This is an optimization exercise on Yosys and OpenROAD, whose aim is small area and few clock cycles per item, not a production implementation. At most, simulation tests tie the RTL to the original design; equivalence was not proved. Only the layout flow was run in runs 1 and 2; the RTL was not checked for function there. The clock port is modelled as an ideal driver; clocking choices that lean on that would not hold on a real chip. Power figures rest on the tool's default switching activity, not on a simulated workload.

==> design/flow/design.v <==
package dot_ctrl_pkg;
    localparam int CFG_W = 32;                      
    typedef logic [3:0] bit_idx_t;                  
    typedef logic [5:0] chunk_t;                    
    typedef logic [7:0] group_t;                    
    typedef logic [7:0] credit_t;                   
endpackage
package dot_data_pkg;
    localparam int LANE_W = 32;                     
    typedef logic signed [LANE_W-1:0] lane_t;
    localparam int GUARD_BITS = 4;
    localparam int ACC_W      = LANE_W + GUARD_BITS;
    typedef logic signed [ACC_W-1:0] acc_t;
    localparam acc_t ROUND_BIAS = acc_t'(11);       
endpackage
`timescale 1ns/1ps
module dot_config_regs (
    input  logic                           clk,
    input  logic                           start_i,
    input  logic [dot_ctrl_pkg::CFG_W-1:0] num_epochs_i,
    input  logic [dot_ctrl_pkg::CFG_W-1:0] num_samples_i,
    input  logic [dot_ctrl_pkg::CFG_W-1:0] dimension_i,
    input  logic [dot_ctrl_pkg::CFG_W-1:0] num_bits_i,
    output logic                           empty_o,         
    output dot_ctrl_pkg::group_t           last_epoch_o,
    output dot_ctrl_pkg::group_t           last_group_o,
    output dot_ctrl_pkg::chunk_t           last_chunk_o,
    output dot_ctrl_pkg::bit_idx_t         last_bit_o
);
    logic [9:0] dim_m1;
    assign dim_m1  = dimension_i[9:0] - 10'd1;
    assign empty_o = (num_epochs_i[9:0] == '0) || (num_samples_i[9:2] == '0);
    always_ff @(posedge clk)
    begin
        if (start_i)
        begin
            last_epoch_o <= num_epochs_i[7:0] - 8'd1;
            last_group_o <= num_samples_i[9:2] - 8'd1;
            last_chunk_o <= dim_m1[8:3];
            last_bit_o   <= num_bits_i[3:0] - 4'd1;
        end
    end
endmodule
`timescale 1ns/1ps
module plane_fifo #(
    parameter int WIDTH = 32
) (
    input  logic             wr_en_i,
    input  logic [WIDTH-1:0] wr_data_i,
    input  logic             x_ok_i,                    
    output logic             take_o,
    output logic [WIDTH-1:0] plane_o,                   
    output logic             almost_full_o
);
    assign almost_full_o = !x_ok_i;
    assign take_o        = wr_en_i && x_ok_i;
    assign plane_o       = wr_data_i;
endmodule
`timescale 1ns/1ps
module sample_sequencer #(
    parameter int X_ADDR_BITS = 6
) (
    input  logic                   clk,
    input  logic                   rst_n,
    input  logic                   start_i,
    input  logic                   empty_i,
    input  logic                   x_written_i,
    input  dot_ctrl_pkg::group_t   last_epoch_i,
    input  dot_ctrl_pkg::group_t   last_group_i,
    input  dot_ctrl_pkg::chunk_t   last_chunk_i,
    input  dot_ctrl_pkg::bit_idx_t last_bit_i,
    input  dot_ctrl_pkg::credit_t  x_wr_credit_i,
    input  logic                   take_i,               
    output logic                   x_ok_o,               
    output logic                   x_rd_en_o,
    output logic [X_ADDR_BITS-1:0] x_rd_addr_o,
    output dot_ctrl_pkg::bit_idx_t bit_o,                
    output logic                   first_o,              
    output logic                   last_o,               
    output logic                   done_o
);
    dot_ctrl_pkg::bit_idx_t bit_idx;
    dot_ctrl_pkg::chunk_t   chunk_idx;
    dot_ctrl_pkg::group_t   group_idx;                   
    dot_ctrl_pkg::group_t   epoch_idx;
    dot_ctrl_pkg::credit_t  rd_group;                    
    logic                   later_epoch;                 
    logic                   running;
    logic                   bit_last, chunk_last, group_last, epoch_last, job_last;
    dot_ctrl_pkg::bit_idx_t bit_nxt;
    dot_ctrl_pkg::chunk_t   chunk_nxt;
    dot_ctrl_pkg::credit_t  rd_group_nxt;
    dot_ctrl_pkg::credit_t  rd_group_inc;
    logic                   granted;
    logic                   later_nxt;
    logic                   running_nxt;
    assign bit_last   = (bit_idx == last_bit_i);
    assign chunk_last = (chunk_idx == last_chunk_i);
    assign group_last = (group_idx == last_group_i);
    assign epoch_last = (epoch_idx == last_epoch_i);
    assign last_o     = bit_last && chunk_last;
    assign first_o    = (bit_idx == '0) && (chunk_idx == '0);
    assign job_last   = last_o && group_last && epoch_last;
    assign bit_o      = bit_idx;
    assign bit_nxt      = !take_i ? bit_idx : (bit_last ? '0 : bit_idx + 1'b1);
    assign chunk_nxt    = !(take_i && bit_last) ? chunk_idx : (chunk_last ? '0 : chunk_idx + 1'b1);
    assign rd_group_nxt = rd_group + (take_i && last_o);
    assign later_nxt    = later_epoch || (take_i && last_o && group_last);
    assign running_nxt  = running && !(take_i && job_last);
    assign rd_group_inc = rd_group + 1'b1;
    assign granted      = (take_i && last_o) ? (x_wr_credit_i != rd_group_inc) :
                                               (x_wr_credit_i != rd_group);
    assign x_rd_en_o    = (running_nxt || start_i) && granted && (!later_nxt || x_written_i);
    assign x_rd_addr_o = chunk_nxt[X_ADDR_BITS-1:0];
    always_ff @(posedge clk)
    begin
        if (!rst_n)
        begin
            bit_idx     <= '0;
            chunk_idx   <= '0;
            group_idx   <= '0;
            epoch_idx   <= '0;
            rd_group    <= '0;
            later_epoch <= 1'b0;
            running     <= 1'b0;
            x_ok_o      <= 1'b0;
            done_o      <= 1'b0;
        end
        else
        begin
            bit_idx     <= bit_nxt;
            chunk_idx   <= chunk_nxt;
            rd_group    <= rd_group_nxt;
            later_epoch <= later_nxt;
            running     <= running_nxt || (start_i && !empty_i);
            x_ok_o      <= x_rd_en_o;
            if (take_i && last_o)
            begin
                group_idx <= group_last ? '0 : group_idx + 1'b1;
                if (group_last)
                    epoch_idx <= epoch_idx + 1'b1;
            end
            if ((take_i && job_last) || (start_i && empty_i))
                done_o <= 1'b1;                     
        end
    end
endmodule
`timescale 1ns/1ps
module prefix_carry #(
    parameter int W = 8
) (
    input  logic [W-1:0] g_i,
    input  logic [W-1:0] p_i,
    output logic [W-1:0] c_o
);
    localparam int L = $clog2(W);
    logic [W-1:0] g [L+1];
    logic [W-1:0] p [L+1];
    assign g[0] = g_i;
    assign p[0] = p_i;
    for (genvar l = 0; l < L; l++)
    begin : g_lvl
        for (genvar i = 0; i < W; i++)
        begin : g_bit
            if (i >= (1 << l))
            begin : g_op
                assign g[l+1][i] = g[l][i] | (p[l][i] & g[l][i - (1 << l)]);
                assign p[l+1][i] = p[l][i] & p[l][i - (1 << l)];
            end
            else
            begin : g_pass
                assign g[l+1][i] = g[l][i];
                assign p[l+1][i] = p[l][i];
            end
        end
    end
    assign c_o = g[L];
endmodule
module prefix_adder #(
    parameter int W = 8
) (
    input  logic [W-1:0] a_i,
    input  logic [W-1:0] b_i,
    input  logic         c_i,
    output logic [W-1:0] s_o,
    output logic         c_o
);
    localparam int L = $clog2(W);
    logic [W-1:0] g [L+1];                          
    logic [W-1:0] p [L+1];                          
    logic [W:0]   c;
    assign g[0] = a_i & b_i;
    assign p[0] = a_i ^ b_i;
    for (genvar l = 0; l < L; l++)
    begin : g_lvl
        for (genvar i = 0; i < W; i++)
        begin : g_bit
            if (i >= (1 << l))
            begin : g_op
                assign g[l+1][i] = g[l][i] | (p[l][i] & g[l][i - (1 << l)]);
                assign p[l+1][i] = p[l][i] & p[l][i - (1 << l)];
            end
            else
            begin : g_pass
                assign g[l+1][i] = g[l][i];
                assign p[l+1][i] = p[l][i];
            end
        end
    end
    assign c[0] = c_i;
    for (genvar i = 0; i < W; i++)
    begin : g_c
        assign c[i+1] = g[L][i] | (p[L][i] & c_i);
    end
    assign s_o = p[0] ^ c[W-1:0];
    assign c_o = c[W];
endmodule
module bank_adder_tree #(
    parameter int LANES = 8
) (
    input  logic                                  clk,
    input  logic [LANES*dot_data_pkg::LANE_W-1:0] lanes_i,    
    input  logic [LANES-1:0]                      mask_i,
    output dot_data_pkg::lane_t                   sum_o,      
    output logic [dot_data_pkg::LANE_W/4-1:1]     carry_o     
);
    localparam int LW = dot_data_pkg::LANE_W;
    localparam int NB = LW / 4;
    logic [LW-1:0] leaf [8];
    function automatic logic [2*LW-1:0] csa(input logic [LW-1:0] a, input logic [LW-1:0] b,
                                            input logic [LW-1:0] c);
        logic [LW-1:0] s, cy;
        s  = a ^ b ^ c;
        cy = (a & b) | (a & c) | (b & c);
        csa = {cy[LW-2:0], 1'b0, s};
    endfunction
    for (genvar j = 0; j < 8; j++)
    begin : g_leaf
        assign leaf[j] = mask_i[j] ? lanes_i[j*LW +: LW] : '0;    
    end
    logic [2*LW-1:0] r1a, r1b, r2a, r2b, r3, r4;
    assign r1a = csa(leaf[0], leaf[1], leaf[2]);
    assign r1b = csa(leaf[3], leaf[4], leaf[5]);
    assign r2a = csa(r1a[LW-1:0], r1a[2*LW-1:LW], r1b[LW-1:0]);
    assign r2b = csa(r1b[2*LW-1:LW], leaf[6], leaf[7]);
    assign r3  = csa(r2a[LW-1:0], r2a[2*LW-1:LW], r2b[LW-1:0]);
    assign r4  = csa(r3[LW-1:0], r3[2*LW-1:LW], r2b[2*LW-1:LW]);
    logic [LW-1:0] nib_sum;
    logic [NB:1]   nib_carry;                                       
    for (genvar i = 0; i < NB; i++)
    begin : g_nib
        prefix_adder #(.W(4)) i_prefix_adder (
            .a_i (r4[4*i +: 4]),
            .b_i (r4[LW+4*i +: 4]),
            .c_i (1'b0),
            .s_o (nib_sum[4*i +: 4]),
            .c_o (nib_carry[i+1])
        );
    end
    always_ff @(posedge clk)
    begin
        sum_o   <= nib_sum;
        carry_o <= nib_carry[NB-1:1];
    end
endmodule
`timescale 1ns/1ps
module bit_serial_accumulator #(
    parameter int BANKS = 4
) (
    input  logic                                  clk,
    input  logic [BANKS*dot_data_pkg::LANE_W-1:0] sums_i,     
    input  logic [BANKS*7-1:0]                    carries_i,  
    input  logic [3:0]                            shift_lo_i,  
    input  logic [3:0]                            shift_hi_i,  
    input  logic                                  first_i,    
    output logic [BANKS*dot_data_pkg::LANE_W-1:0] dot_o
);
    localparam int GB = dot_data_pkg::GUARD_BITS;
    localparam int LW = dot_data_pkg::LANE_W;
    localparam int AW = dot_data_pkg::ACC_W;
    localparam int NB = 4;                              
    localparam int BW = AW / NB;                        
    for (genvar i = 0; i < BANKS; i++)
    begin : g_bank
        dot_data_pkg::lane_t sum;
        dot_data_pkg::acc_t  half;
        dot_data_pkg::acc_t  half_sh [4];
        dot_data_pkg::acc_t  part;
        dot_data_pkg::acc_t  part_sh [4];
        dot_data_pkg::acc_t  shifted;
        dot_data_pkg::acc_t  base;
        dot_data_pkg::acc_t  acc;                       
        dot_data_pkg::acc_t  acc_nxt;
        logic [NB-1:1]       pend;                      
        logic [NB-1:1]       pend_nxt;
        dot_data_pkg::acc_t  pend_vec;
        logic [7:0] nib_in;
        logic [6:0] nib_gen;                            
        logic [6:0] nib_all;                            
        for (genvar j = 0; j < 7; j++)
        begin : g_nib_gp
            assign nib_gen[j] = carries_i[7*i+j];
            assign nib_all[j] = &sums_i[i*LW+4*j +: 4];
        end
        prefix_carry #(.W(7)) i_prefix_carry (
            .g_i (nib_gen),
            .p_i (nib_all),
            .c_o (nib_in[7:1])
        );
        assign nib_in[0] = 1'b0;
        for (genvar j = 0; j < 8; j++)
        begin : g_nib
            assign sum[4*j +: 4] = sums_i[i*LW+4*j +: 4] + 4'(nib_in[j]);
        end
        assign half    = $signed({sum, GB'(0)}) >>> 1;
        for (genvar k = 0; k < 4; k++)
        begin : g_sh
            assign half_sh[k] = half >>> k;
            assign part_sh[k] = part >>> (4 * k);
        end
        assign part    = ({AW{shift_lo_i[0]}} & half_sh[0]) | ({AW{shift_lo_i[1]}} & half_sh[1]) |
                         ({AW{shift_lo_i[2]}} & half_sh[2]) | ({AW{shift_lo_i[3]}} & half_sh[3]);
        assign shifted = ({AW{shift_hi_i[0]}} & part_sh[0]) | ({AW{shift_hi_i[1]}} & part_sh[1]) |
                         ({AW{shift_hi_i[2]}} & part_sh[2]) | ({AW{shift_hi_i[3]}} & part_sh[3]);
        assign base    = first_i ? dot_data_pkg::ROUND_BIAS : acc;
        for (genvar j = 0; j < NB; j++)
        begin : g_blk
            logic cin;
            if (j == 0)
            begin : g_first
                assign cin = 1'b0;
            end
            else
            begin : g_rest
                assign cin = pend[j] && !first_i;
            end
            logic cout;
            prefix_adder #(.W(BW)) i_prefix_adder (
                .a_i (base[j*BW +: BW]),
                .b_i (shifted[j*BW +: BW]),
                .c_i (cin),
                .s_o (acc_nxt[j*BW +: BW]),
                .c_o (cout)
            );
            if (j < NB - 1)
            begin : g_carry
                assign pend_nxt[j+1] = cout;
            end
        end
        always_ff @(posedge clk)
        begin
            acc  <= acc_nxt;
            pend <= pend_nxt;
        end
        for (genvar j = 1; j < NB; j++)
        begin : g_pend
            assign pend_vec[j*BW +: BW] = BW'(pend[j]);
        end
        assign pend_vec[BW-1:0] = '0;
        assign dot_o[i*LW +: LW] = 32'((acc + pend_vec) >> GB);   
    end
endmodule
`timescale 1ns/1ps
module dot_product_top #(
    parameter int BANKS       = 4,
    parameter int LANES       = 8,
    parameter int X_ADDR_BITS = 6
) (
    input  logic                                  clk,
    input  logic                                  rst_n,
    input  logic                                  start_i,
    input  logic [dot_ctrl_pkg::CFG_W-1:0]        num_epochs_i,
    input  logic [dot_ctrl_pkg::CFG_W-1:0]        num_samples_i,
    input  logic [dot_ctrl_pkg::CFG_W-1:0]        dimension_i,
    input  logic [dot_ctrl_pkg::CFG_W-1:0]        num_bits_i,
    input  logic [BANKS*LANES-1:0]                a_data_i,
    input  logic                                  a_wr_en_i,
    output logic                                  a_almost_full_o,
    input  logic [7:0]                            x_wr_credit_i,
    input  logic                                  x_written_i,
    output logic                                  x_rd_en_o,
    output logic [X_ADDR_BITS-1:0]                x_rd_addr_o,
    input  logic [LANES*dot_data_pkg::LANE_W-1:0] x_rd_data_i,
    output logic [BANKS*dot_data_pkg::LANE_W-1:0] dot_o,           
    output logic                                  dot_valid_o,
    output logic                                  done_o
);
    localparam int PLANE_W = BANKS * LANES;
    localparam int LW      = dot_data_pkg::LANE_W;
    logic                   empty;
    dot_ctrl_pkg::group_t   last_epoch;
    dot_ctrl_pkg::group_t   last_group;
    dot_ctrl_pkg::chunk_t   last_chunk;
    dot_ctrl_pkg::bit_idx_t last_bit;
    logic                   x_ok;
    logic                   take;
    logic [PLANE_W-1:0]     plane;
    dot_ctrl_pkg::bit_idx_t head_bit;
    logic                   head_first;
    logic                   head_last;
    logic [3:0]             sum_shift_lo;   
    logic [3:0]             sum_shift_hi;
    logic                   sum_first;
    logic [BANKS*LW-1:0]    tree_sum;
    logic [BANKS*7-1:0]     tree_carry;
    logic                   sum_last;
    dot_config_regs i_dot_config_regs (
        .clk, .start_i,
        .num_epochs_i, .num_samples_i, .dimension_i, .num_bits_i,
        .empty_o      (empty),
        .last_epoch_o (last_epoch),
        .last_group_o (last_group),
        .last_chunk_o (last_chunk),
        .last_bit_o   (last_bit)
    );
    plane_fifo #(.WIDTH(PLANE_W)) i_plane_fifo (
        .wr_en_i       (a_wr_en_i),
        .wr_data_i     (a_data_i),
        .x_ok_i        (x_ok),
        .take_o        (take),
        .plane_o       (plane),
        .almost_full_o (a_almost_full_o)
    );
    sample_sequencer #(.X_ADDR_BITS(X_ADDR_BITS)) i_sample_sequencer (
        .clk, .rst_n, .start_i,
        .empty_i      (empty),
        .x_written_i,
        .last_epoch_i (last_epoch),
        .last_group_i (last_group),
        .last_chunk_i (last_chunk),
        .last_bit_i   (last_bit),
        .x_wr_credit_i,
        .take_i       (take),
        .x_ok_o       (x_ok),
        .x_rd_en_o, .x_rd_addr_o,
        .bit_o        (head_bit),
        .first_o      (head_first),
        .last_o       (head_last),
        .done_o
    );
    always_ff @(posedge clk)
    begin
        if (!rst_n)
        begin
            sum_shift_hi <= '0;
            sum_last    <= 1'b0;
            dot_valid_o <= 1'b0;
        end
        else
        begin
            sum_shift_hi <= take ? 4'(1 << head_bit[3:2]) : '0;    
            sum_last    <= take && head_last;
            dot_valid_o <= sum_last;                
        end
    end
    always_ff @(posedge clk)
    begin
        sum_shift_lo <= 4'(1 << head_bit[1:0]);
        sum_first    <= take && head_first;
    end
    for (genvar b = 0; b < BANKS; b++)
    begin : g_bank
        bank_adder_tree #(.LANES(LANES)) i_bank_adder_tree (
            .clk,
            .lanes_i (x_rd_data_i),
            .mask_i  (plane[b*LANES +: LANES]),      
            .sum_o   (tree_sum[b*LW +: LW]),
            .carry_o (tree_carry[7*b +: 7])
        );
    end
    bit_serial_accumulator #(.BANKS(BANKS)) i_bit_serial_accumulator (
        .clk,
        .sums_i    (tree_sum),
        .carries_i (tree_carry),
        .shift_lo_i (sum_shift_lo),
        .shift_hi_i (sum_shift_hi),
        .first_i (sum_first),
        .dot_o
    );
endmodule
==> design/flow/run.sh <==
#!/bin/bash
# synth_recipe.tcl (not shown) runs the flow's synth.tcl, then flattens the netlist and writes it again
# the make line also repeats each setting of config.mk as NAME=value (left out here)
make -C /OpenROAD-flow-scripts/flow DESIGN_CONFIG=/design/flow/config.mk WORK_HOME=/design/flow/orfs CLKGATE_MAP_FILE= SYNTH_SCRIPT=/design/flow/synth_recipe.tcl finish
==> design/flow/config.mk <==
export PLATFORM = sky130hd
export DESIGN_NAME = dot_product_top
export DESIGN_NICKNAME = dot_product_top
export VERILOG_FILES = /design/flow/design.v
export SDC_FILE = /design/flow/constraint.sdc
export NUM_CORES = 4
export LEC_CHECK = 0
export CAP_MARGIN = 20
export CORE_MARGIN = 2
export CORE_UTILIZATION = 40
export GPL_TIMING_DRIVEN = 0
export SLEW_MARGIN = 20
==> design/flow/constraint.sdc <==
create_clock -name core_clock -period 5.0 [get_ports {clk}]
set_input_delay 1.0000 -clock core_clock [delete_from_list [all_inputs] [get_ports {clk}]]
set_output_delay 1.0000 -clock core_clock [all_outputs]
set_load 0.01 [all_outputs]
==> flow_summary.ini, run 1 <==
[run]
drv_cap = 0

[run_status]
outcome = complete, but fails checks
check_failures = negative setup slack

[timing]
unrepaired_setup_endpoints_after_global_routing = true
timing.slew.headroom_pct = 28.9
worst_clock_skew_ns = 0.0226
tightest_slew_ns = 1.06
period_minus_slack_ns = 5.07
timing.final.hold_violations = 0
setup_tns_ns = -0.124
post-route-worst-setup-slack_ns = -0.0742
finalMaxSlewViolations = 0
setup-violations-final = 4
fin_crit_sh_pct = 101
max_freq_ghz = 0.197

[synthesis]
synthCells = 6361
syn_nets = 7923
synth-seq-area-share_pct = 14.8
synthFlopType = dfxtp_1
synth.cell_area_sq_um = 54000
synth_edf_count = 26
yosys_warnings = 31
yosys-top-cells-area = fa_1 29%, dfxtp_1 13%, inv_1 9.1%
async_flop_share_pct = 0
synth.top_cell.area_share_pct = 28.8
yosysTopAreaCell = fa_1
synthesis.area_per_instance_sq_um = 8.48
postSynthRegisterBits = 387
post_synth_num_cell_types = 58

[setup_path]
critical_path.slowest_cell = clkdlybuf4s50_1
slowest_delay_ns = 0.68
worst_path_dominant_cell_family = adder cells
worst-endpoint-required_ns = 5.45
timing.critical_path.buf_inv = 6
critPathMaxFanout = 7
worst_setup_path_start_kind = primary input
crit_path_end_kind = flop
timing.critical_path.cells = clkdlybuf4s50_1, clkbuf_4, buf_16, nand2_1, fa_1, inv_1, fa_1, inv_1, fa_1, inv_1, ha_1, a21o_1, a21oi_4, xnor2_1, xnor2_2
timing.setup.critical_path_class = primary input to flop
crit_path_dat_ns = 5.52

[power_and_ir_drop]
powerDensity_nw_per_um2 = 470
reg_power_share_pct = 18.3
cellLeakagePower_nw = 31.6
combPwrFrac_pct = 70.7
switching_share_pct = 50.7
internal_power_of_the_cells_mw = 15.0
irDropWorstVdd_v = 0.000273
p_switching_mw = 15.4
portion_of_total_power_attributed_to_the_clock_network_pct = 11.0

[placed_design]
place.detailed.hpwl_um = 188000
finalWeightedCongestion = 1.02
place_worst_setup_slack_ns = -1.53
placement.io_buffers = 469

[routing]
wl_um = 232000
ant_nets = 0
routed_wire_length_per_instance_um = 26.4
vias_per_cell = 5.49
route.detailed.drc = 0
vias = 48220
drt_iter0_drc = 5476
firstDrtPassIters = 13

[global_route]
grt_max_degree = 30
grt.overflow.total = 0
number_of_antenna_violations_at_the_first_check_in_global_routing = 37
first_global_vias = 48214
grt_usage_pct = 33.3
grt_pass1_wl_um = 330000

[clock_tree]
htreeDepth = 2
cts_tree = done
cts_buffers = 42
worstSkewPairLatency_ns = 0.61
cts-root-buf = clkbuf_16
clkSinkCount = 387
cts_hold_repair.buffers = 0
clock_tree.buffer_depth = 3
worst_setup_hold_path_clk_slew_ns = 0.06

[worst_hold_path]
min_path_type = flop to flop

[cells_and_area]
finalNetCount = 8508
fillers = 13011
layout-drive-gt1-share_pct = 6.22
area_growth_pct = 19.4

[die]
placement_rows = 134
core_sq_um = 134000
start_util_pct = 40.4
fp.dieH_um = 371
number_of_placed_i_o_pins = 567
die_w_um = 371
total_die_area_sq_um = 138000
[cells in the final DEF, fill, tap and decap left out, types with 170 or more instances in the layout]
| cell type | count |
|---|---|
| and2_1 | 657 |
| clkdlybuf4s50_1 | 449 |
| dfxtp_1 | 356 |
| fa_1 | 776 |
| ha_1 | 339 |
| inv_1 | 1309 |
| nand2_1 | 816 |
| nor2_1 | 172 |
| nor2b_1 | 170 |
| xnor2_1 | 280 |
[cell usage after synthesis, types with 14 or more instances]
library cell / n
a21o_1: 73
ha_1: 357
a221o_1: 19
nand2_1: 824
xor2_1: 156
clkbuf_1: 200
a222oi_1: 120
nor3_1: 31
dfxtp_1: 361
and4_1: 25
xnor2_1: 297
nand2b_1: 49
nand3_1: 94
o21ai_0: 87
buf_4: 23
buf_1: 24
a22oi_1: 175
o21bai_1: 14
edfxtp_1: 26
a22o_1: 19
a21oi_1: 99
and3_1: 28
and2_1: 658
nor2b_1: 170
or2_2: 20
nand4_1: 31
fa_1: 776
nor2_1: 173
inv_1: 1310
[flip-flops by register name, indices dropped and copies added, names as in the netlist, 6 cells and up]
signal / cells
i_dot_config_regs.last_group_o: 8
i_sample_sequencer.group_idx: 8
i_sample_sequencer.epoch_idx: 8
i_dot_config_regs.last_epoch_o: 8
i_sample_sequencer.rd_group: 8
i_sample_sequencer.chunk_idx: 6
g_bank.i_bank_adder_tree.carry_o: 28
i_dot_config_regs.last_chunk_o: 6
i_bit_serial_accumulator.g_bank.pend: 12
g_bank.i_bank_adder_tree.sum_o: 128
i_bit_serial_accumulator.g_bank.acc: 144
[cell type report]
class | instances | area [sq um] | area share [%]
Tap cell | 1768 | 2210 | 3.43
Timing Repair Buffer | 541 | 5400 | 8.38
Antenna cell | 29 | 72.6 | 0.113
Inverter | 1310 | 4920 | 7.63
Multi-Input combinational cell | 4411 | 40800 | 63.3
Buffer | 253 | 1560 | 2.43
Sequential cell | 387 | 8010 | 12.4
Clock buffer | 53 | 1190 | 1.85
Clock inverter | 24 | 280 | 0.435
[per-layer routing]
layer | up-vias | global-route usage, % | routed length, um
li1 | 20962 | - | -
met1 | 23751 | 42.8 | 91900
met2 | 2847 | 53.2 | 104000
met3 | 640 | 7.12 | 23200
met4 | 20 | 16.2 | 13100
met5 | - | 0 | 123
[cell families (layout without fill, tap and decap cells)]
family / count (synthesis) / count (layout) / synth area share (%)
DFF: 387 / 387 / 14.8
muxes: 1 / 1 / 0.0186
and+or+nand+nor: 2140 / 2140 / 20.1
xor gates and xnor gates: 453 / 453 / 7.35
other: 0 / 29 / 0
AOI/OAI and AO/OA: 684 / 684 / 9.53
buffers and inverters: 1563 / 2181 / 11.0
adders and majority gates: 1133 / 1133 / 37.1
[metrics by stage]
| stage | cell area [sq um] | util [%] | hold WS [ns] | power, mW | instances |
|---|---|---|---|---|---|
| final | 64400 | 48.2 | 0.436 | 30.3 | 8776 |
| after CTS | 63700 | 47.7 | 0.438 | 29.6 | 8724 |
| after global routing | 64400 | 48.2 | 0.468 | 32.4 | 8747 |
| after global placement | 60900 | 45.5 | 0.421 | 25.3 | 8598 |
| after detailed placement | 61200 | 45.8 | 0.424 | 25.6 | 8607 |
| after floorplan | 54000 | - | 0.412 | 17.1 | 6361 |
[timing repair]
action	CTS	global route
pin swaps	79	103
resized for setup	224	160
gates cloned	0	0
setup endpoints to repair	144	94
setup buffers	40	26
[path summary, 6_finish.rpt]
path / from / end / slack, ns / cells past startpoint
worst max-delay path: a_data_i[6] / g_bank[0].i_bank_adder_tree.sum_o[31]$_DFF_P_ / -0.07 / 15
worst min-delay path: sum_last$_SDFF_PN0_ / dot_valid_o$_SDFF_PN0_ / 0.44 / 1
worst max register to register: g_bank[1].i_bank_adder_tree.sum_o[5]$_DFF_P_ / i_bit_serial_accumulator.g_bank[1].acc[26]$_DFF_P_ / -0.03 / 21
worst min register to register: sum_last$_SDFF_PN0_ / dot_valid_o$_SDFF_PN0_ / 0.44 / 1
[power groups by stage]
stage / registers, mW / clock network (mW) / logic [mW]
global placement: 5.54 / 0 / 19.8
floorplan: 5.15 / 0 / 11.9
CTS: 5.53 / 3.40 / 20.7
global route: 5.70 / 3.51 / 23.2
finish: 5.56 / 3.32 / 21.4
detailed placement: 5.56 / 0 / 20.0
==> run 2: changes to the inputs <==
--- a/design/flow/design.v
+++ b/design/flow/design.v
@@ -278,7 +278,7 @@
     localparam int GB = dot_data_pkg::GUARD_BITS;
     localparam int LW = dot_data_pkg::LANE_W;
     localparam int AW = dot_data_pkg::ACC_W;
-    localparam int NB = 4;                              
+    localparam int NB = 9;                              
     localparam int BW = AW / NB;                        
     for (genvar i = 0; i < BANKS; i++)
     begin : g_bank
==> design/flow/flow/run.sh (new file) <==
#!/bin/bash
# The standard layout, with two changes to how it is made:
#  - ports are buffered with the plain buf_1 cell (the resizer may size it up)
#    instead of the delay-buffer cell buffer_ports picks by itself;
#  - after global routing, gates on paths with slack are sized down again.
# Each step's full log is in orfs/logs/; make's own output goes to flow_make.log.
set -euo pipefail
export BUFFER_PORTS_ARGS="-buffer_cell sky130_fd_sc_hd__buf_1"
export RECOVER_POWER=100
bash standard.sh > flow_make.log 2>&1
==> design/flow/standard.sh (new file) <==
#!/bin/bash
# synth_recipe.tcl (not shown) runs the flow's synth.tcl, then flattens the netlist and writes it again
# the make line also repeats each setting of config.mk as NAME=value (left out here)
make -C /OpenROAD-flow-scripts/flow DESIGN_CONFIG=/design/flow/config.mk WORK_HOME=/design/flow/orfs CLKGATE_MAP_FILE= SYNTH_SCRIPT=/design/flow/synth_recipe.tcl "${@:-finish}"
removed: design/flow/run.sh
==> run 2 against run 1 <==
  * Worst hold slack better by 0.011 ns
  * Sequential power is 2% higher
  * Area after synthesis is 2.6% higher
  * Largest power group unchanged
  * Power is 4.4% lower
  * Critical path depth stayed put
  * Critical path type unchanged
  * Synthesized cell count is 1.6% higher
  * Core utilization is 3.6 points lower
  * Design area is 4.9% lower
  * Fails layout checks on max-capacitance violations, max-slew violations, negative setup slack
  * Clock skew is 0.013 ns higher
  * First-iteration DRC count is 2.6% lower
==> flow_summary.ini, run 2 <==
[global_route]
grt_max_degree = 29
first_global_vias = 48995
grt.overflow.total = 0
grt_usage_pct = 32.9
number_of_antenna_violations_at_the_first_check_in_global_routing = 82
grt_pass1_wl_um = 337000

[cells_and_area]
stdcell_count = 8879
largestRegisters = i_bit_serial_accumulator.g_bank.acc x144, g_bank.i_bank_adder_tree.sum_o x128, i_bit_serial_accumulator.g_bank.pend x32
most_frequent_standard_cell_in_the_layout_excluding_fill_and_tap_cells = inv_1
finalNetCount = 8586
largest_register_ffs = 144
most_frequent_cells_in_the_layout = 1301 x inv_1, 826 x nand2_1, 796 x fa_1, 623 x and2_1, 470 x buf_1
postLayoutCellArea_sq_um = 61300
layout-drive-gt1-share_pct = 2.88
max_flop_register = i_bit_serial_accumulator.g_bank.acc
final_core_utilization_pct = 44.6
fillers = 13799
multi_input_gate_area_in_the_final_layout_sq_um = 41200
final-seq-area_sq_um = 8410
area_growth_pct = 10.8

[timing]
timing.slew.headroom_pct = -2.39
period_minus_slack_ns = 5.06
worst_clock_skew_ns = 0.0357
setup-violations-final = 4
post-route-worst-setup-slack_ns = -0.0631
tightest_slew_ns = 1.54
max_freq_ghz = 0.198
timing.final.hold_violations = 0
final.hold.worst_slack_ns = 0.447
finalMaxSlewViolations = 29
fin_crit_sh_pct = 101
setup_tns_ns = -0.133

[setup_path]
timing.reg2reg.setup_slack_ns = 0.22
destination_of_the_worst_register_to_register_timing_path = i_bit_serial_accumulator.g_bank[0].pend[8]$_DFF_P_
critPathMaxFanout = 6
worst-endpoint-required_ns = 5.45
timing.setup.critical_path_class = primary input to flop
regToRegStartpoint = g_bank[0].i_bank_adder_tree.carry_o[1]$_DFF_P_
crit_path_dat_ns = 5.52
crit_path_end_kind = flop
r2r.worst_path.cells = 19
worst_setup_path_start_kind = primary input

[synthesis]
postSynthRegisterBits = 407
synthesis.area_per_instance_sq_um = 8.56
synthFlopType = dfxtp_1
synthCells = 6464
async_flop_share_pct = 0
syn_nets = 8063
synth-seq-area-share_pct = 15.2
yosys-top-cells-area = fa_1 29%, dfxtp_1 14%, inv_1 8.8%
synthMostInstantiatedCell = inv_1
yosys_warnings = 28
post_synth_most_frequent_cells = 1301 x inv_1, 826 x nand2_1, 796 x fa_1
synth_edf_count = 26
synth.cell_area_sq_um = 55300
synth.top_cell.area_share_pct = 28.8
yosysTopAreaCell = fa_1
post_synth_num_cell_types = 61

[die]
die_w_um = 376
total_die_area_sq_um = 141000
placement_rows = 136
core_sq_um = 137000
fp.dieH_um = 376
number_of_placed_i_o_pins = 567
start_util_pct = 40.3

[placed_design]
placement.io_buffers = 469
place.detailed.hpwl_um = 191000
place_worst_setup_slack_ns = -1.07
dp.cells = 8735
placedInstanceArea_sq_um = 59500
finalWeightedCongestion = 1.02

[power_and_ir_drop]
powerDensity_nw_per_um2 = 473
cellLeakagePower_nw = 30.3
irDropWorstVdd_v = 0.000362
report.power.total_mw = 29.0

[clock_tree]
worstSkewPairLatency_ns = 0.62
clkSinkCount = 407
htreeDepth = 2
cts_hold_repair.buffers = 0
cts_tree = done
cts.repair_timing.setup_buffer_count = 0
clock_tree.buffer_depth = 3
cts-root-buf = clkbuf_16
cts_buffers = 44
worst_setup_hold_path_clk_slew_ns = 0.06
post_cts_resized = 20

[run]
drv_cap = 1

[routing]
drt_iter0_drc = 5333
ant_nets = 0
firstDrtPassIters = 14
vias_per_cell = 5.49
route.detailed.drc = 0
wl_um = 235000
routed_wire_length_per_instance_um = 26.4
vias = 48778

[run_status]
outcome = complete, but fails checks
check_failures = max-capacitance violations, max-slew violations, negative setup slack

[worst_hold_path]
worstHoldEndpoint = dot_valid_o$_SDFF_PN0_
hold_path_startpoint = sum_last$_SDFF_PN0_
min_path_type = flop to flop
timing.hold.worst_path_depth = 1
==> run 2: cell count changes in the layout (fill, tap and decap cells not counted), sizes merged, moves of 19 or more <==
cell | previous run | this run
nor2b | 170 | 198
and2 | 658 | 687
dfxtp | 361 | 381
a221o | 19 | 0
clkbuf | 213 | 291
a22oi | 175 | 200
buf | 166 | 491
nor3 | 31 | 12
nand2b | 49 | 94
diode | 29 | 64
o21ai | 91 | 134
clkdlybuf4s50 | 449 | 0
fa | 776 | 796
nor2 | 173 | 108
==> run 2: cells by family (layout without fill, tap and decap cells) <==
logic type	Yosys count	in the layout	share of synthesized area (%)
other	0	64	0
XOR/XNOR	458	458	7.25
flip-flops	407	407	15.2
multiplexers	1	1	0.0181
AND/OR/NAND/NOR	2176	2176	20.5
buffers and inverters	1544	2101	10.5
adder cells (fa/ha/maj)	1170	1170	37.2
AO/OA/AOI/OAI	708	708	9.30
==> run 2: routing by layer <==
metal	up-vias	routed length (um)	GRT usage, %
met2	2860	103000	51.2
met3	732	24800	9.41
met5	-	216	0.755
li1	21239	-	-
met4	34	15400	19.0
met1	23913	90700	40.6
==> run 2: area by class of cell <==
class	instances	area share, %
flip-flops and latches	407	13.7
repair buffers	477	3.01
diodes	64	0.261
plain buffers	241	1.67
multi-input cells	4513	67.2
clock buffers	64	2.08
well taps	1794	3.66
inverters	1303	7.98
clock inverters	16	0.431
==> run 2: power breakdown <==
part           internal (mW)  leakage [nW]  switching [mW]
Sequential              4.59          3.41            1.06
Clock                   2.05         0.756            1.40
Combinational           7.11          26.1            12.8
==> run 2: critical path: stages <==
cell	delay [ns]
clkbuf_1	0.40
clkbuf_1	0.49
buf_6	0.27
nand2_1	0.10
fa_1	0.48
fa_1	0.50
inv_1	0.07
fa_1	0.50
inv_1	0.06
fa_1	0.44
inv_1	0.07
ha_1	0.17
inv_1	0.07
fa_1	0.43
xnor2_1	0.47
==> run 2: how the worst max path moves through the flow <==
| stage | startpoint | end |
|---|---|---|
| global route | a_data_i[12] | g_bank[1].i_bank_adder_tree.sum_o[31]$_DFF_P_ |
| global placement | a_data_i[28] | g_bank[3].i_bank_adder_tree.sum_o[31]$_DFF_P_ |
| detailed placement | a_data_i[19] | g_bank[2].i_bank_adder_tree.sum_o[31]$_DFF_P_ |
| floorplan | a_data_i[5] | g_bank[0].i_bank_adder_tree.sum_o[31]$_DFF_P_ |
| CTS | a_data_i[19] | g_bank[2].i_bank_adder_tree.sum_o[31]$_DFF_P_ |
| finish | a_data_i[16] | g_bank[2].i_bank_adder_tree.sum_o[30]$_DFF_P_ |
==> run 3: changes to the inputs <==
--- a/design/flow/design.v
+++ b/design/flow/design.v
@@ -222,10 +222,10 @@
     input  logic [LANES*dot_data_pkg::LANE_W-1:0] lanes_i,    
     input  logic [LANES-1:0]                      mask_i,
     output dot_data_pkg::lane_t                   sum_o,      
-    output logic [dot_data_pkg::LANE_W/4-1:1]     carry_o     
+    output logic [dot_data_pkg::LANE_W/2-1:1]     carry_o     
 );
     localparam int LW = dot_data_pkg::LANE_W;
-    localparam int NB = LW / 4;
+    localparam int NB = LW / 2;
     logic [LW-1:0] leaf [8];
     function automatic logic [2*LW-1:0] csa(input logic [LW-1:0] a, input logic [LW-1:0] b,
                                             input logic [LW-1:0] c);
@@ -249,11 +249,11 @@
     logic [NB:1]   nib_carry;                                       
     for (genvar i = 0; i < NB; i++)
     begin : g_nib
-        prefix_adder #(.W(4)) i_prefix_adder (
-            .a_i (r4[4*i +: 4]),
-            .b_i (r4[LW+4*i +: 4]),
+        prefix_adder #(.W(2)) i_prefix_adder (
+            .a_i (r4[2*i +: 2]),
+            .b_i (r4[LW+2*i +: 2]),
             .c_i (1'b0),
-            .s_o (nib_sum[4*i +: 4]),
+            .s_o (nib_sum[2*i +: 2]),
             .c_o (nib_carry[i+1])
         );
     end
@@ -269,7 +269,7 @@
 ) (
     input  logic                                  clk,
     input  logic [BANKS*dot_data_pkg::LANE_W-1:0] sums_i,     
-    input  logic [BANKS*7-1:0]                    carries_i,  
+    input  logic [BANKS*15-1:0]                   carries_i,  
     input  logic [3:0]                            shift_lo_i,  
     input  logic [3:0]                            shift_hi_i,  
     input  logic                                  first_i,    
@@ -294,23 +294,23 @@
         logic [NB-1:1]       pend;                      
         logic [NB-1:1]       pend_nxt;
         dot_data_pkg::acc_t  pend_vec;
-        logic [7:0] nib_in;
-        logic [6:0] nib_gen;                            
-        logic [6:0] nib_all;                            
-        for (genvar j = 0; j < 7; j++)
-        begin : g_nib_gp
-            assign nib_gen[j] = carries_i[7*i+j];
-            assign nib_all[j] = &sums_i[i*LW+4*j +: 4];
-        end
-        prefix_carry #(.W(7)) i_prefix_carry (
-            .g_i (nib_gen),
-            .p_i (nib_all),
-            .c_o (nib_in[7:1])
+        logic [15:0] pr_in;
+        logic [14:0] pr_gen;                            
+        logic [14:0] pr_all;                            
+        for (genvar j = 0; j < 15; j++)
+        begin : g_pr_gp
+            assign pr_gen[j] = carries_i[15*i+j];
+            assign pr_all[j] = &sums_i[i*LW+2*j +: 2];
+        end
+        prefix_carry #(.W(15)) i_prefix_carry (
+            .g_i (pr_gen),
+            .p_i (pr_all),
+            .c_o (pr_in[15:1])
         );
-        assign nib_in[0] = 1'b0;
-        for (genvar j = 0; j < 8; j++)
-        begin : g_nib
-            assign sum[4*j +: 4] = sums_i[i*LW+4*j +: 4] + 4'(nib_in[j]);
+        assign pr_in[0] = 1'b0;
+        for (genvar j = 0; j < 16; j++)
+        begin : g_pr
+            assign sum[2*j +: 2] = sums_i[i*LW+2*j +: 2] + 2'(pr_in[j]);
         end
         assign half    = $signed({sum, GB'(0)}) >>> 1;
         for (genvar k = 0; k < 4; k++)
@@ -402,7 +402,7 @@
     logic [3:0]             sum_shift_hi;
     logic                   sum_first;
     logic [BANKS*LW-1:0]    tree_sum;
-    logic [BANKS*7-1:0]     tree_carry;
+    logic [BANKS*15-1:0]    tree_carry;
     logic                   sum_last;
     dot_config_regs i_dot_config_regs (
         .clk, .start_i,
@@ -465,7 +465,7 @@
             .lanes_i (x_rd_data_i),
             .mask_i  (plane[b*LANES +: LANES]),      
             .sum_o   (tree_sum[b*LW +: LW]),
-            .carry_o (tree_carry[7*b +: 7])
+            .carry_o (tree_carry[15*b +: 15])
         );
     end
     bit_serial_accumulator #(.BANKS(BANKS)) i_bit_serial_accumulator (
==> design/flow/flow/run.sh (replaced) <==
#!/bin/bash
# The standard layout (standard.sh), with two changes to how it is made:
#  - synthesis is the standard flow's script with -noabc added to Yosys's synth command, so
#    the quick abc pass inside synth does not run before extract_fa; the full
#    adders are then found without inverters between them. Registers, their
#    names and cells are the standard synthesis's; abc still maps the rest.
#  - ports are buffered with the plain buf_1 cell (the resizer may size it up)
#    instead of the delay-buffer cell buffer_ports picks by itself;
#  - clock tree synthesis uses clkbuf_8 instead of clkbuf_16 and adds no dummy
#    loads; the tree stays balanced as clock_tree_synthesis builds it.
# Each step's full log is in orfs/logs/; make's own output goes to flow_make.log.
set -euo pipefail
work=$(pwd)
sed 's/yosys synth -nofsm -noshare /yosys synth -nofsm -noshare -noabc /' synth_recipe.tcl > flow_synth.tcl
grep -q -- '-noabc' flow_synth.tcl
sed "s|SYNTH_SCRIPT=[^ ]*synth_recipe.tcl|SYNTH_SCRIPT=$work/flow_synth.tcl|" standard.sh > flow_standard.sh
grep -q 'flow_synth.tcl' flow_standard.sh
export BUFFER_PORTS_ARGS="-buffer_cell sky130_fd_sc_hd__buf_1"
export CTS_ARGS="-sink_clustering_enable -repair_clock_nets -dont_use_dummy_load -buf_list sky130_fd_sc_hd__clkbuf_8"
bash flow_standard.sh > flow_make.log 2>&1
--- a/design/flow/config.mk
+++ b/design/flow/config.mk
@@ -9,4 +9,5 @@
 export CORE_MARGIN = 2
 export CORE_UTILIZATION = 40
 export GPL_TIMING_DRIVEN = 0
+export SETUP_SLACK_MARGIN = 0.25
 export SLEW_MARGIN = 20
==> run 3 against run 2 <==
  * The run now finishes clean
  * Clock skew grew 0.034 ns
  * Worst hold slack got worse by 0.013 ns
  * Final cell count is 18% lower
  * Sequential power is 7.4% higher
  * Sequential share of layout area is 2.3 points higher
  * First-iteration DRC count fell by 12%
  * Combinational power fell by 17%
  * Largest cell class unchanged
==> flow_summary.ini, run 3 <==
[setup_path]
crit_path_end_kind = flop
critPathMaxFanout = 10
r2r.worst_path.cells = 18
timing.setup.critical_path_class = primary input to flop
worst_setup_path_start_kind = primary input
worst-endpoint-required_ns = 5.49
crit_path_dat_ns = 5.27

[routing]
ant_nets = 0
firstDrtPassIters = 11
vias_per_cell = 5.75
wl_um = 202000
drt_iter0_drc = 4684
route.detailed.drc = 0
vias = 41974
routed_wire_length_per_instance_um = 27.7

[clock_tree]
cts_hold_repair.buffers = 0
cts_buffers = 76
cts_tree = done
clkSinkCount = 435
worst_setup_hold_path_clk_slew_ns = 0.06
worstSkewPairLatency_ns = 0.68

[synthesis]
synth.top_cell.area_share_pct = 32.3
synthesis.area_per_instance_sq_um = 10.0
synth_edf_count = 26
synthFlopType = dfxtp_1
async_flop_share_pct = 0
yosysTopAreaCell = fa_1
synthCells = 5076
synthMostInstantiatedCell = and2_1
post_synth_most_frequent_cells = 1045 x and2_1, 820 x fa_1, 527 x nand2_1
yosys_warnings = 31
synth.cell_area_sq_um = 50800
post_synth_num_cell_types = 70
syn_nets = 6641
yosys-top-cells-area = fa_1 32%, dfxtp_1 16%, and2_1 13%
synth-seq-area-share_pct = 17.6
postSynthRegisterBits = 435

[global_route]
first_global_vias = 43113
grt_pass1_wl_um = 292000
grt_usage_pct = 30.6
grt_max_degree = 30
grt.overflow.total = 0
number_of_antenna_violations_at_the_first_check_in_global_routing = 29

[timing]
max_freq_ghz = 0.209
tightest_slew_ns = 1.19
setup-violations-final = 0
timing.final.hold_violations = 0
fin_crit_sh_pct = 95.5
finalMaxSlewViolations = 0
period_minus_slack_ns = 4.78
timing.slew.headroom_pct = 20.5
unrepaired_setup_endpoints_after_global_routing = false
worst_clock_skew_ns = 0.0701

[placed_design]
placement.io_buffers = 469
place.detailed.hpwl_um = 169000
finalWeightedCongestion = 1.01

[cells_and_area]
multi_input_gate_area_in_the_final_layout_sq_um = 41000
area_growth_pct = 10.3
layout-drive-gt1-share_pct = 3.49
fillers = 12317
largestRegisters = i_bit_serial_accumulator.g_bank.acc x144, g_bank.i_bank_adder_tree.sum_o x128, g_bank.i_bank_adder_tree.carry_o x56
max_flop_register = i_bit_serial_accumulator.g_bank.acc
most_frequent_cells_in_the_layout = 1045 x and2_1, 820 x fa_1, 526 x nand2_1, 473 x buf_1, 409 x dfxtp_1
largest_register_ffs = 144
final_core_utilization_pct = 44.5
finalNetCount = 7190
most_frequent_standard_cell_in_the_layout_excluding_fill_and_tap_cells = and2_1
final-seq-area_sq_um = 8970

[die]
placement_rows = 130
fp.dieH_um = 360
total_die_area_sq_um = 130000
start_util_pct = 40.4
core_sq_um = 126000
die_w_um = 360
number_of_placed_i_o_pins = 567

[power_and_ir_drop]
report.power.total_mw = 25.4
irDropWorstVdd_v = 0.000253
cellLeakagePower_nw = 24.9
powerDensity_nw_per_um2 = 453

[worst_hold_path]
min_path_type = flop to flop
timing.hold.worst_path_depth = 1

[run_status]
outcome = finished clean

[run]
drv_cap = 0
## run 3: through the flow
step	area, sq um	worst slack [ns]	hold slack, ns	instances	TNS (ns)
after floorplan	50800	0.828	0.412	5076	0
after detailed placement	54700	-1.02	0.422	7195	-42.09
final	56100	0.225	0.434	7294	0
after global routing	56100	0.247	0.467	7289	0
after CTS	55800	0.149	0.436	7271	0
after global placement	54700	-1.09	0.422	7195	-46.55
## run 3: timing repair
item,in CTS,in global routing
pin swaps,0,3
setup buffers,0,2
endpoints found under the setup margin,68,37
gates resized for setup,44,46
## run 3: critical path, cell delays in order
cell and delay [ns]:
buf_1 0.52, clkbuf_2 0.43, and2_1 0.21, fa_1 0.46, fa_1 0.57, fa_1 0.45
fa_1 0.45, ha_1 0.23, xor2_1 0.16, xnor2_1 0.19, xnor2_1 0.11, xnor2_1 0.49
## run 3: routing by layer
metal / vias up / track usage [%] / share of wire (%)
li1: 18182 / - / -
met1: 21224 / 40.7 / 41
met5: - / 0 / 0.030
met4: 8 / 13.8 / 5.1
met3: 447 / 5.19 / 8.0
met2: 2113 / 49.0 / 46
## run 3: path summary, 6_finish.rpt
check / slack [ns] / from / end
worst min-delay path: 0.43 / sum_last$_SDFF_PN0_ / dot_valid_o$_SDFF_PN0_
worst max-delay path: 0.22 / a_data_i[12] / g_bank[1].i_bank_adder_tree.sum_o[31]$_DFF_P_
worst max register to register: 0.51 / g_bank[0].i_bank_adder_tree.sum_o[6]$_DFF_P_ / i_bit_serial_accumulator.g_bank[0].pend[8]$_DFF_P_
worst min register to register: 0.43 / sum_last$_SDFF_PN0_ / dot_valid_o$_SDFF_PN0_
## run 3: final cells by class
type | instances | share of cell area [%]
Multi-Input combinational cell | 4351 | 73.1
Sequential cell | 435 | 16.0
Tap cell | 1650 | 3.68
Timing Repair Buffer | 471 | 3.22
Clock buffer | 76 | 1.87
Buffer | 242 | 1.73
Inverter | 48 | 0.321
Antenna cell | 21 | 0.0937
## run 3: logic make-up after synthesis
group                      count (synthesis)  share of synthesized area, %
DFF                                      435                          17.6
adders and majority gates               1136                          40.1
muxes                                      3                        0.0591
and+or+nand+nor                         2169                          23.7
xor gates and xnor gates                 403                          6.96
AOI/OAI and AO/OA                        640                          9.44
buffers and inverters                    290                          2.17
## run 3: report_power, final
group | switching [mW] | internal [mW] | total (mW)
Sequential | 1.16 | 4.91 | 6.07
Clock | 1.34 | 1.33 | 2.67
Combinational | 10.5 | 6.15 | 16.6
Total | 13.0 | 12.4 | 25.4
Testbench counts of run 3, summed over its fixed seeds: cycles 17,588, planes 17,153.
==> run 4: changes to the inputs <==
--- a/design/flow/design.v
+++ b/design/flow/design.v
@@ -278,7 +278,7 @@
     localparam int GB = dot_data_pkg::GUARD_BITS;
     localparam int LW = dot_data_pkg::LANE_W;
     localparam int AW = dot_data_pkg::ACC_W;
-    localparam int NB = 9;                              
+    localparam int NB = 6;                              
     localparam int BW = AW / NB;                        
     for (genvar i = 0; i < BANKS; i++)
     begin : g_bank
==> run 4 against run 3 <==
  * Still clean on timing, DRC and antenna
  * Final cell count fell by 0.16%
  * Flip-flop and latch count decreased by 12
  * Non-clock buffer count rose by 59
  * Clock skew rose by 0.030 ns
  * Area after synthesis down 2.3%
  * First-iteration DRC count decreased by 5.1%
  * Clock power barely moved
  * Fmax shrank 0.79%
  * Synthesized cell count shrank 1.1%
  * Core utilization rose by 0.75 points
  * Combinational power grew 5%
==> flow_summary.ini, run 4 <==
[cells_and_area]
final_core_utilization_pct = 45.3
largest_register_ffs = 144
stdcell_count = 7282
area_growth_pct = 12.6
most_frequent_cells_in_the_layout = 1012 x and2_1, 808 x fa_1, 540 x nand2_1, 462 x buf_1, 390 x dfxtp_1
multi_input_gate_area_in_the_final_layout_sq_um = 40600
layout-drive-gt1-share_pct = 6.42
max_flop_register = i_bit_serial_accumulator.g_bank.acc
most_frequent_standard_cell_in_the_layout_excluding_fill_and_tap_cells = and2_1
postLayoutCellArea_sq_um = 55900
largestRegisters = i_bit_serial_accumulator.g_bank.acc x144, g_bank.i_bank_adder_tree.sum_o x128, g_bank.i_bank_adder_tree.carry_o x56
finalNetCount = 7164
final-seq-area_sq_um = 8740
fillers = 11993

[clock_tree]
worst_setup_hold_path_clk_slew_ns = 0.05
cts_tree = done
cts_hold_repair.buffers = 0
clkSinkCount = 423
cts_buffers = 75
worstSkewPairLatency_ns = 0.70

[timing]
unrepaired_setup_endpoints_after_global_routing = true
finalMaxSlewViolations = 0
fin_crit_sh_pct = 96.3
max_freq_ghz = 0.208
worst_clock_skew_ns = 0.101
tightest_slew_ns = 1.24
timing.slew.headroom_pct = 17.2
setup-violations-final = 0
period_minus_slack_ns = 4.81
final.hold.worst_slack_ns = 0.450
timing.final.hold_violations = 0

[global_route]
number_of_antenna_violations_at_the_first_check_in_global_routing = 32
first_global_vias = 42665
grt_usage_pct = 32.0
grt.overflow.total = 0
grt_max_degree = 30
grt_pass1_wl_um = 294000

[power_and_ir_drop]
portion_of_total_power_attributed_to_the_clock_network_pct = 10.1
p_switching_mw = 13.4
combPwrFrac_pct = 66.9
internal_power_of_the_cells_mw = 12.8
cellLeakagePower_nw = 24.6
irDropWorstVdd_v = 0.000211
report.power.total_mw = 26.2
powerDensity_nw_per_um2 = 469
reg_power_share_pct = 23.0
switching_share_pct = 51.1

[synthesis]
synth.cell_area_sq_um = 49700
yosys_warnings = 31
synth-seq-area-share_pct = 17.6
synthesis.area_per_instance_sq_um = 9.89
post_synth_most_frequent_cells = 1012 x and2_1, 808 x fa_1, 562 x nand2_1
syn_nets = 6561
post_synth_num_cell_types = 70
async_flop_share_pct = 0
yosysTopAreaCell = fa_1
synth_edf_count = 26
synthFlopType = dfxtp_1
yosys-top-cells-area = fa_1 33%, dfxtp_1 16%, and2_1 13%
postSynthRegisterBits = 423
synthCells = 5020
synthMostInstantiatedCell = and2_1
synth.top_cell.area_share_pct = 32.6

[die]
core_sq_um = 123000
fp.dieH_um = 356
placement_rows = 129
die_w_um = 356
start_util_pct = 40.2
total_die_area_sq_um = 127000
number_of_placed_i_o_pins = 567

[setup_path]
critical_path.slowest_cell = a221o_2
worst-endpoint-required_ns = 5.55
slowest_delay_ns = 0.46
regToRegStartpoint = g_bank[2].i_bank_adder_tree.sum_o[4]$_DFF_P_
timing.critical_path.cells = a31o_1, a31o_4, a31o_4, a221o_2, o31ai_4, a21oi_2, a31o_1, ha_4, a222oi_1, nand2_2, a22oi_1, nand2_1, ha_1, and3b_1, o21ai_2, a21boi_2, o21a_1, o21a_1, nor2_1, xnor2_1
destination_of_the_worst_register_to_register_timing_path = i_bit_serial_accumulator.g_bank[2].acc[17]$_DFF_P_
timing.reg2reg.setup_slack_ns = 0.19
worst_setup_path_start_kind = flop
timing.setup.critical_path_class = flop to flop
crit_path_end_kind = flop
r2r.worst_path.cells = 20
crit_path_dat_ns = 5.36
critPathMaxFanout = 4

[routing]
vias_per_cell = 5.79
ant_nets = 0
drt_iter0_drc = 4445
firstDrtPassIters = 13
vias = 42127
wl_um = 206000
routed_wire_length_per_instance_um = 28.3
route.detailed.drc = 0

[worst_hold_path]
hold_path_startpoint = sum_last$_SDFF_PN0_
worstHoldEndpoint = dot_valid_o$_SDFF_PN0_
min_path_type = flop to flop
timing.hold.worst_path_depth = 1

[run]
drv_cap = 0

[placed_design]
placement.io_buffers = 469
placedInstanceArea_sq_um = 53500
place.detailed.hpwl_um = 169000
dp.cells = 7126
finalWeightedCongestion = 1.03

[run_status]
outcome = finished clean
==> run 4: worst max-delay path by stage <==
stage               cells past startpoint                                            endpoint  slack [ns]                                           start
finish                                 20  i_bit_serial_accumulator.g_bank[2].acc[17]$_DFF_P_        0.19    g_bank[2].i_bank_adder_tree.sum_o[4]$_DFF_P_
CTS                                    20  i_bit_serial_accumulator.g_bank[2].acc[23]$_DFF_P_        0.13    g_bank[2].i_bank_adder_tree.sum_o[4]$_DFF_P_
detailed placement                     12       g_bank[2].i_bank_adder_tree.sum_o[31]$_DFF_P_       -1.18                                    a_data_i[17]
floorplan                              20  i_bit_serial_accumulator.g_bank[2].acc[23]$_DFF_P_        0.75  g_bank[2].i_bank_adder_tree.carry_o[2]$_DFF_P_
global placement                       12       g_bank[2].i_bank_adder_tree.sum_o[31]$_DFF_P_       -1.17                                    a_data_i[17]
global route                           20  i_bit_serial_accumulator.g_bank[2].acc[17]$_DFF_P_        0.06    g_bank[2].i_bank_adder_tree.sum_o[4]$_DFF_P_
==> run 4: metrics by stage <==
stage	worst slack (ns)	setup TNS [ns]
final	0.186	0
after global routing	0.0567	0
after CTS	0.130	0
after detailed placement	-1.18	-59.74
after global placement	-1.17	-57.98
after floorplan	0.746	0
==> run 4: cells by family (layout without fill, tap and decap cells) <==
logic type | after synthesis | after routing | share of synthesized area, %
XOR/XNOR | 357 | 357 | 6.31
multiplexers | 3 | 3 | 0.0605
AND/OR/NAND/NOR | 2212 | 2212 | 24.0
other | 0 | 24 | 0
AO/OA/AOI/OAI | 609 | 609 | 9.47
adder cells (fa/ha/maj) | 1112 | 1112 | 40.2
buffers and inverters | 304 | 905 | 2.37
flip-flops | 423 | 423 | 17.6
==> run 4: power groups by stage <==
stage          clock, mW  combinational [mW]  sequential (mW)
6_report            2.65                17.5             6.03
5_1_grt             2.87                18.8             6.17
4_1_cts             2.72                16.7             5.94
3_5_place_dp           0                16.2             5.97
3_3_place_gp           0                16.1             5.94
2_1_floorplan          0                9.64             5.56
==> run 4: layout make-up <==
cell class	instances	area share (%)
Multi-Input combinational cell	4293	72.5
Sequential cell	423	15.6
Timing Repair Buffer	526	4.00
Tap cell	1637	3.66
Clock buffer	75	1.85
Buffer	246	1.82
Inverter	58	0.389
Antenna cell	24	0.107
==> run 4: timing repair <==
action                                  CTS  global route
pin swaps                                66           112
setup buffers                            29            28
endpoints found under the setup margin   93            42
cloned                                    0             0
gates resized for setup                 115           108
==> run 4: critical path, delay by kind of cell (launching register included) <==
kind | cells | cell delay [ns]
AOI/OAI and AO/OA | 13 | 3.05
and+or+nand+nor | 4 | 0.71
adders and majority gates | 2 | 0.54
DFF | 1 | 0.31
xor gates and xnor gates | 1 | 0.08
==> run 4: per-layer routing <==
metal  share of wire, %  GRT usage (%)  wire length, um
met5              0.058              0              119
met4                5.3           14.8            10900
met3                8.8           6.29            18000
met2                 46           51.7            94800
met1                 40           41.3            82200
Testbench counts of run 4, summed over its fixed seeds: cycles 17,588, planes 17,153.
==> run 5: changes to the inputs <==
--- a/design/flow/design.v
+++ b/design/flow/design.v
@@ -278,7 +278,7 @@
     localparam int GB = dot_data_pkg::GUARD_BITS;
     localparam int LW = dot_data_pkg::LANE_W;
     localparam int AW = dot_data_pkg::ACC_W;
-    localparam int NB = 6;                              
+    localparam int NB = 9;                              
     localparam int BW = AW / NB;                        
     for (genvar i = 0; i < BANKS; i++)
     begin : g_bank
==> design/flow/flow/run.sh (replaced) <==
#!/bin/bash
# The standard layout (standard.sh), with two changes to how it is made:
#  - synthesis is the standard flow's script with -noabc added to Yosys's synth command, so
#    the quick abc pass inside synth does not run before extract_fa; the full
#    adders are then found without inverters between them. Registers, their
#    names and cells are the standard synthesis's; abc still maps the rest.
#  - ports are buffered with the plain buf_1 cell (the resizer may size it up)
#    instead of the delay-buffer cell buffer_ports picks by itself.
# Each step's full log is in orfs/logs/; make's own output goes to flow_make.log.
set -euo pipefail
work=$(pwd)
sed 's/yosys synth -nofsm -noshare /yosys synth -nofsm -noshare -noabc /' synth_recipe.tcl > flow_synth.tcl
grep -q -- '-noabc' flow_synth.tcl
sed "s|SYNTH_SCRIPT=[^ ]*synth_recipe.tcl|SYNTH_SCRIPT=$work/flow_synth.tcl|" standard.sh > flow_standard.sh
grep -q 'flow_synth.tcl' flow_standard.sh
export BUFFER_PORTS_ARGS="-buffer_cell sky130_fd_sc_hd__buf_1"
bash flow_standard.sh > flow_make.log 2>&1
--- a/design/flow/config.mk
+++ b/design/flow/config.mk
@@ -9,5 +9,5 @@
 export CORE_MARGIN = 2
 export CORE_UTILIZATION = 40
 export GPL_TIMING_DRIVEN = 0
-export SETUP_SLACK_MARGIN = 0.25
+export SETUP_SLACK_MARGIN = 0.1
 export SLEW_MARGIN = 20
==> run 5 against run 4 <==
  * Die area up 2.3%
  * Sequential share of layout area up 0.25 points
  * Clock power up 36%
  * Largest power group unchanged
  * Core utilization down 0.40 points
==> flow_summary.ini, run 5 <==
[power_and_ir_drop]
irDropWorstVdd_v = 0.000277
powerDensity_nw_per_um2 = 465
cellLeakagePower_nw = 25.0
report.power.total_mw = 26.3

[clock_tree]
cts_buffers = 48
clkSinkCount = 435
cts_tree = done
worstSkewPairLatency_ns = 0.59
cts_hold_repair.buffers = 0
clock_tree.buffer_depth = 3
worst_setup_hold_path_clk_slew_ns = 0.06
htreeDepth = 2
cts-root-buf = clkbuf_16

[routing]
routed_wire_length_per_instance_um = 27.7
route.detailed.drc = 0
firstDrtPassIters = 13
drt_iter0_drc = 4600
vias_per_cell = 5.75
ant_nets = 0
vias = 42017
wl_um = 202000

[placed_design]
finalWeightedCongestion = 1.01
dp.cells = 7195
place.detailed.hpwl_um = 169000
placement.io_buffers = 469
placedInstanceArea_sq_um = 54700

[global_route]
grt_pass1_wl_um = 292000
first_global_vias = 42965
grt_max_degree = 30
grt_usage_pct = 30.5
number_of_antenna_violations_at_the_first_check_in_global_routing = 29
grt.overflow.total = 0

[synthesis]
yosys-top-cells-area = fa_1 32%, dfxtp_1 16%, and2_1 13%
syn_nets = 6641
synth.top_cell.area_share_pct = 32.3
yosysTopAreaCell = fa_1
synthCells = 5076
postSynthRegisterBits = 435
synthFlopType = dfxtp_1
post_synth_num_cell_types = 70
yosys_warnings = 31
synthMostInstantiatedCell = and2_1
synth_edf_count = 26
synthesis.area_per_instance_sq_um = 10.0
async_flop_share_pct = 0
synth-seq-area-share_pct = 17.6
post_synth_most_frequent_cells = 1045 x and2_1, 820 x fa_1, 527 x nand2_1
synth.cell_area_sq_um = 50800

[cells_and_area]
fillers = 12287
finalNetCount = 7161
most_frequent_cells_in_the_layout = 1045 x and2_1, 820 x fa_1, 527 x nand2_1, 473 x buf_1, 409 x dfxtp_1
layout-drive-gt1-share_pct = 3.25
stdcell_count = 7303
final_core_utilization_pct = 44.9
largest_register_ffs = 144
area_growth_pct = 11.2
largestRegisters = i_bit_serial_accumulator.g_bank.acc x144, g_bank.i_bank_adder_tree.sum_o x128, g_bank.i_bank_adder_tree.carry_o x56
most_frequent_standard_cell_in_the_layout_excluding_fill_and_tap_cells = and2_1
max_flop_register = i_bit_serial_accumulator.g_bank.acc
postLayoutCellArea_sq_um = 56500

[die]
die_w_um = 360
fp.dieH_um = 360
core_sq_um = 126000
total_die_area_sq_um = 130000
placement_rows = 130
number_of_placed_i_o_pins = 567
start_util_pct = 40.4

[setup_path]
crit_path_end_kind = flop
timing.reg2reg.setup_slack_ns = 0.34
regToRegStartpoint = g_bank[0].i_bank_adder_tree.sum_o[5]$_DFF_P_
timing.setup.critical_path_class = primary input to flop
destination_of_the_worst_register_to_register_timing_path = i_bit_serial_accumulator.g_bank[0].pend[7]$_DFF_P_
critPathMaxFanout = 10
worst_setup_path_start_kind = primary input
crit_path_dat_ns = 5.32
worst-endpoint-required_ns = 5.40
r2r.worst_path.cells = 17

[timing]
finalMaxSlewViolations = 0
max_freq_ghz = 0.204
setup-violations-final = 0
tightest_slew_ns = 1.19
fin_crit_sh_pct = 98.2
timing.final.hold_violations = 0
timing.slew.headroom_pct = 21.0
worst_clock_skew_ns = 0.0202
period_minus_slack_ns = 4.91
unrepaired_setup_endpoints_after_global_routing = false
final.hold.worst_slack_ns = 0.434

[worst_hold_path]
hold_path_startpoint = sum_last$_SDFF_PN0_
timing.hold.worst_path_depth = 1
worstHoldEndpoint = dot_valid_o$_SDFF_PN0_
min_path_type = flop to flop

[run_status]
outcome = finished clean

[run]
drv_cap = 0
## run 5: changes by cell type after synthesis, moves of 19 or more
cell	change
a21boi_1	-19
a21oi_1	+20
and2_1	+33
nand2_1	-35
nand2b_1	+43
nor2_1	-82
nor3_1	-36
o21a_1	-39
o21ai_0	+30
xnor2_1	+23
xor2_1	+23
## run 5: power by group
group,total [mW],switching (mW),internal (mW)
clock network,3.60,1.46,2.14
registers,6.05,1.15,4.91
logic,16.6,10.5,6.11
total,26.3,13.1,13.2
## run 5: worst max-delay path, cell delays in order
cell and delay, ns:
buf_1 0.52, clkbuf_2 0.43, and2_1 0.21, fa_1 0.46
fa_1 0.57, fa_1 0.45, fa_1 0.45, ha_1 0.23
xor2_1 0.16, xnor2_1 0.19, xnor2_1 0.11, xnor2_1 0.53
## run 5: timing repair
item                                    4_1_cts  5_1_grt
endpoints found under the setup margin       51       40
gates resized for setup                      37       37
pin swaps                                     0        1
buffers inserted                              0        1
## run 5: cells by family (layout without fill, tap and decap cells)
group	after synthesis	in the layout	synth area share (%)
buf+inv	290	846	2.17
mux	3	3	0.0591
xor+xnor	403	403	6.96
fa+ha+maj	1136	1136	40.1
simple gates	2169	2169	23.7
other cells	0	21	0
flops	435	435	17.6
compound gates	640	640	9.44
## run 5: how the worst max path moves through the flow
stage	to	slack (ns)	from	cells past startpoint
after floorplan	g_bank[3].i_bank_adder_tree.sum_o[31]$_DFF_P_	0.83	a_data_i[29]	11
after global routing	i_bit_serial_accumulator.g_bank[2].pend[7]$_DFF_P_	0.11	g_bank[2].i_bank_adder_tree.sum_o[4]$_DFF_P_	17
after detailed placement	g_bank[2].i_bank_adder_tree.sum_o[31]$_DFF_P_	-1.02	a_data_i[21]	12
final	g_bank[1].i_bank_adder_tree.sum_o[31]$_DFF_P_	0.09	a_data_i[12]	12
after CTS	g_bank[2].i_bank_adder_tree.sum_o[31]$_DFF_P_	0.11	a_data_i[23]	11
after global placement	g_bank[1].i_bank_adder_tree.sum_o[31]$_DFF_P_	-1.09	a_data_i[8]	12
## run 5: area by class of cell
class	instances	area [sq um]	area share (%)
Multi-Input combinational cell	4351	40900	72.4
Sequential cell	435	8970	15.9
Tap cell	1650	2060	3.65
Timing Repair Buffer	470	1790	3.17
Clock buffer	68	1390	2.46
Buffer	242	966	1.71
Clock inverter	18	206	0.365
Inverter	48	180	0.319
Antenna cell	21	52.6	0.0930
## run 5: stage by stage
step                      worst slack, ns  setup TNS, ns
after floorplan                     0.828              0
after global placement              -1.09         -46.55
after detailed placement            -1.02         -42.09
after CTS                           0.107              0
after global routing                0.106              0
final                              0.0875              0
## run 5: per-layer routing
metal / global-route usage [%] / wire, um
met5: 0 / 60
met4: 13.2 / 9980
met3: 4.89 / 16400
met2: 49.2 / 92700
met1: 40.7 / 82900
Testbench counts of run 5, summed over its fixed seeds: cycles 17,588, planes 17,153.

[re-timing with driven ports]
In the flow no input, the clock included, has a driving cell. The finished layouts below were timed again as built, in two steps. Step 1 (the two cells are an assumption about what drives the block):
set clk [get_ports {clk}]
set_driving_cell -lib_cell sky130_fd_sc_hd__clkbuf_16 $clk
set_driving_cell -lib_cell sky130_fd_sc_hd__buf_2 [delete_from_list [all_inputs] $clk]
Step 2 moves the port delays by t, midway between the first and last clock arrival at a register: inputs arrive t later, outputs are due t later. That takes back most of the time a late clock gives input paths. Slacks: no drivers / after step 1 / after step 2; pairs: no drivers / after step 1.
run | t, ns | setup slack, ns | worst setup path at the end | clock arrival spread, ns | cell pins on the clock port's net
run 1 | 0.667 | -0.074 / -0.030 / -0.693 | input to register | 0.022 / 0.023 | 1
run 2 | 0.671 | -0.063 / -0.014 / -0.685 | input to register | 0.036 / 0.036 | 1
run 3 | 0.711 | 0.225 / 0.262 / -0.449 | input to register | 0.070 / 0.070 | 1
run 4 | 0.718 | 0.186 / 0.186 / -0.406 | input to register | 0.106 / 0.105 | 1
run 5 | 0.645 | 0.088 / 0.127 / -0.518 | input to register | 0.021 / 0.021 | 1
With both steps, setup timing fails in run 3, run 4 and run 5, where it was met with ideal ports. The setup slack of run 3, which loses most, moves by +0.037 ns with the drivers and by -0.674 ns with both steps.
